What follows belongs to an exercise in optimizing a design on an open flow for small area; a production flow would make more cautious choices.
The RTL was checked by simulation tests, not by an equivalence proof against the original design.
Power and IR drop assume default switching activity.

==> flow/design.v (excerpt) <==
module virtualConsole
(
    input  wire        clk,
    input  wire        reset,
    input  wire        uartRx,
    input  wire        readReq,
    input  wire  [2:0] readRow,
    input  wire  [3:0] readCol,
    input  wire  [2:0] readLine,
    output logic       readAck,
    output logic [7:0] glyphBits
);
Size in the first run: about 23 I/O pins, roughly 21000 sq um of cells after synthesis.
clock: 5.0 ns
lec_check: 0
cap_margin: 20
core_margin: 2
core_utilization: 70
place_density: 0.8
slew_margin: 20
standard.sh (not shown) runs the stock make flow with config.mk's settings and CLKGATE_MAP_FILE= SYNTH_SCRIPT=/design/flow/synth_recipe.tcl, a recipe that flattens the netlist after the stock synthesis.
==> flow/flow/run.sh <==
#!/bin/bash
# Own layout flow: the standard ORFS flow (standard.sh), with
#  - the standard synthesis script, except that ABC maps the combinational
#    logic with an area-oriented script (flow/area.abc); registers are mapped
#    before ABC runs, so they keep the standard synthesis's names and cells
#  - no adder pre-mapping (ADDER_MAP_FILE empty), so ABC maps counters too
#  - port buffers of the smallest buffer cell
#  - clock tree options from flow/cts_args.txt
# Each tool's full output stays in orfs/logs/ and in the *.log files here.
set -euo pipefail
here=$(pwd)
# synthesis script: synth_recipe.tcl, sourcing a copy of ORFS's synth.tcl whose
# ABC call runs flow/area.abc instead of the speed script
sed 's|log_cmd abc {\*}\$abc_args|log_cmd abc -script $::env(AREA_ABC_SCRIPT) {*}[lrange $abc_args 2 end]|' \
  "$FLOW_HOME/scripts/synth.tcl" > "$here/synth_area.tcl"
grep -q 'AREA_ABC_SCRIPT' "$here/synth_area.tcl"
sed "s|source \$::env(SCRIPTS_DIR)/synth.tcl|source $here/synth_area.tcl|" \
  "$here/synth_recipe.tcl" > "$here/own_synth.tcl"
grep -q "synth_area.tcl" "$here/own_synth.tcl"
export AREA_ABC_SCRIPT="$here/flow/area.abc"
bash standard.sh \
  SYNTH_SCRIPT="$here/own_synth.tcl" \
  ADDER_MAP_FILE= \
  BUFFER_PORTS_ARGS="-buffer_cell sky130_fd_sc_hd__buf_1" \
  CTS_ARGS="$(cat "$here/flow/cts_args.txt")" \
  finish > "$here/standard.log" 2>&1
==> flow/flow/area.abc <==
strash
ifraig
scorr
dc2
strash
&get -n
&dch -f
&nf -R 1000 -F 10 -A 10
&put
topo
==> flow/flow/cts_args.txt <==
-sink_clustering_enable -repair_clock_nets -sink_clustering_size 21 -sink_clustering_max_diameter 60 -buf_list {sky130_fd_sc_hd__clkbuf_4 sky130_fd_sc_hd__clkbuf_8} -sink_clustering_buffer sky130_fd_sc_hd__clkbuf_8 -root_buf sky130_fd_sc_hd__clkbuf_4 -dont_use_dummy_load
The starting point completed with no timing, DRC or antenna violations.
Next try:
==> flow/flow/cts_args.txt (replaced) <==
-sink_clustering_enable -repair_clock_nets -sink_clustering_size 20 -sink_clustering_max_diameter 60 -buf_list sky130_fd_sc_hd__clkbuf_8 -dont_use_dummy_load
Settings changed: GPL_TIMING_DRIVEN set to 0.
Global-route usage went up by 0.61 points.
Core utilization rose by 0.23 points.
Clock-buffer cell count increases by 3.
Hold slack gains 0.016 ns.
Register-to-register slack loses 0.22 ns.
Routed wire length is higher slightly.
Non-clock buffer count falls by 1.
Power rose slightly.
Setup slack loses 0.76 ns.
Next try:
Settings changed: GPL_TIMING_DRIVEN 0 to not set.
What happened: The changed run completed with no timing, DRC or antenna violations; final area hardly moves; routed wire length shrinks by 2.5%; register-to-register slack gets better by 0.23 ns; clock skew shrinks by 0.0050 ns; count of clock-buffer cells in the layout shrinks by 1.
Next try:
==> flow/run.sh (new file) <==
#!/bin/bash
# synth_recipe.tcl (not shown) runs the flow's synth.tcl, then flattens the netlist and writes it again
# the make line also repeats each setting of config.mk as NAME=value (left out here)
make -C /OpenROAD-flow-scripts/flow DESIGN_CONFIG=/design/flow/config.mk WORK_HOME=/design/flow/orfs CLKGATE_MAP_FILE= SYNTH_SCRIPT=/design/flow/synth_recipe.tcl finish
Settings changed: CTS_BUF_LIST set to sky130_fd_sc_hd__clkbuf_8, CTS_CLUSTER_DIAMETER set to 60, CTS_CLUSTER_SIZE set to 20.
removed: flow/flow/run.sh
removed: flow/flow/area.abc
removed: flow/flow/cts_args.txt
removed: flow/standard.sh
Via count rose by 11%.
Final area rose by 5.2%.
First-iteration DRC count rose by 3.1%.
Critical path depth fell by 3.
Next try:
==> flow/flow/run.sh (new file) <==
#!/bin/bash
# Own layout flow: the standard ORFS flow (standard.sh), with
#  - the standard synthesis script, except that ABC maps the combinational
#    logic with an area-oriented script (flow/area.abc); registers are mapped
#    before ABC runs, so they keep the standard synthesis's names and cells
#  - no adder pre-mapping (ADDER_MAP_FILE empty), so ABC maps counters too
#  - port buffers of the smallest buffer cell
#  - clock tree options from flow/cts_args.txt
# Each tool's full output stays in orfs/logs/ and in the *.log files here.
set -euo pipefail
here=$(pwd)
# synthesis script: synth_recipe.tcl, sourcing a copy of ORFS's synth.tcl whose
# ABC call runs flow/area.abc instead of the speed script
sed 's|log_cmd abc {\*}\$abc_args|log_cmd abc -script $::env(AREA_ABC_SCRIPT) {*}[lrange $abc_args 2 end]|' \
  "$FLOW_HOME/scripts/synth.tcl" > "$here/synth_area.tcl"
grep -q 'AREA_ABC_SCRIPT' "$here/synth_area.tcl"
sed "s|source \$::env(SCRIPTS_DIR)/synth.tcl|source $here/synth_area.tcl|" \
  "$here/synth_recipe.tcl" > "$here/own_synth.tcl"
grep -q "synth_area.tcl" "$here/own_synth.tcl"
export AREA_ABC_SCRIPT="$here/flow/area.abc"
bash standard.sh \
  SYNTH_SCRIPT="$here/own_synth.tcl" \
  ADDER_MAP_FILE= \
  BUFFER_PORTS_ARGS="-buffer_cell sky130_fd_sc_hd__buf_1" \
  CTS_ARGS="$(cat "$here/flow/cts_args.txt")" \
  finish > "$here/standard.log" 2>&1
==> flow/flow/area.abc (new file) <==
strash
ifraig
scorr
dc2
strash
&get -n
&dch -f
&nf -R 1000 -F 10 -A 10
&put
topo
==> flow/flow/cts_args.txt (new file) <==
-sink_clustering_enable -repair_clock_nets -sink_clustering_size 21 -sink_clustering_max_diameter 60 -buf_list sky130_fd_sc_hd__clkbuf_8 -dont_use_dummy_load
==> flow/standard.sh (new file) <==
#!/bin/bash
# synth_recipe.tcl (not shown) runs the flow's synth.tcl, then flattens the netlist and writes it again
# the make line also repeats each setting of config.mk as NAME=value (left out here)
make -C /OpenROAD-flow-scripts/flow DESIGN_CONFIG=/design/flow/config.mk WORK_HOME=/design/flow/orfs CLKGATE_MAP_FILE= SYNTH_SCRIPT=/design/flow/synth_recipe.tcl "${@:-finish}"
Settings changed: CTS_BUF_LIST sky130_fd_sc_hd__clkbuf_8 to not set, CTS_CLUSTER_DIAMETER 60 to not set, CTS_CLUSTER_SIZE 20 to not set.
removed: flow/run.sh
Outcome: Global-route usage came out lower by 1.3 points; non-clock buffer count fell by 3; cell area went down by a few percent; count of clock-buffer cells in the layout drops by 5; fmax goes down by a few percent; worst setup slack got worse by 0.17 ns.

## separate check: timing with driven ports
How much do the figures lean on ideal ports? The routed layouts below were timed once more, with nothing changed but the port constraints. Step 1: set_driving_cell puts a clkbuf_16 on clk and a buf_2 on each other input, an assumption about the parent block. Step 2 adds t to the input delays and takes it off the output delays; t is the mean of the earliest and latest rising clock arrival at the registers after step 1. Input paths then give back, and output paths get back, about the clock's delay inside the block. a / b / c = no drivers / after step 1 / after step 2; a / b = the first two.
run	t, ns	setup slack, ns	cell pins on the clock port's net
the first run	0.761	1.648 / 1.654 / 0.893	1
the second run	0.633	0.892 / 0.913 / 0.279	1
the third run	0.626	1.481 / 1.489 / 0.863	1
the fourth run	0.649	1.670 / 1.666 / 1.017	1
the fifth run	0.611	1.504 / 1.507 / 0.897	1
After both steps every run listed still meets setup and hold. For the first run, which loses most, drivers alone change the setup slack by +0.006 ns; drivers and shift together by -0.755 ns.
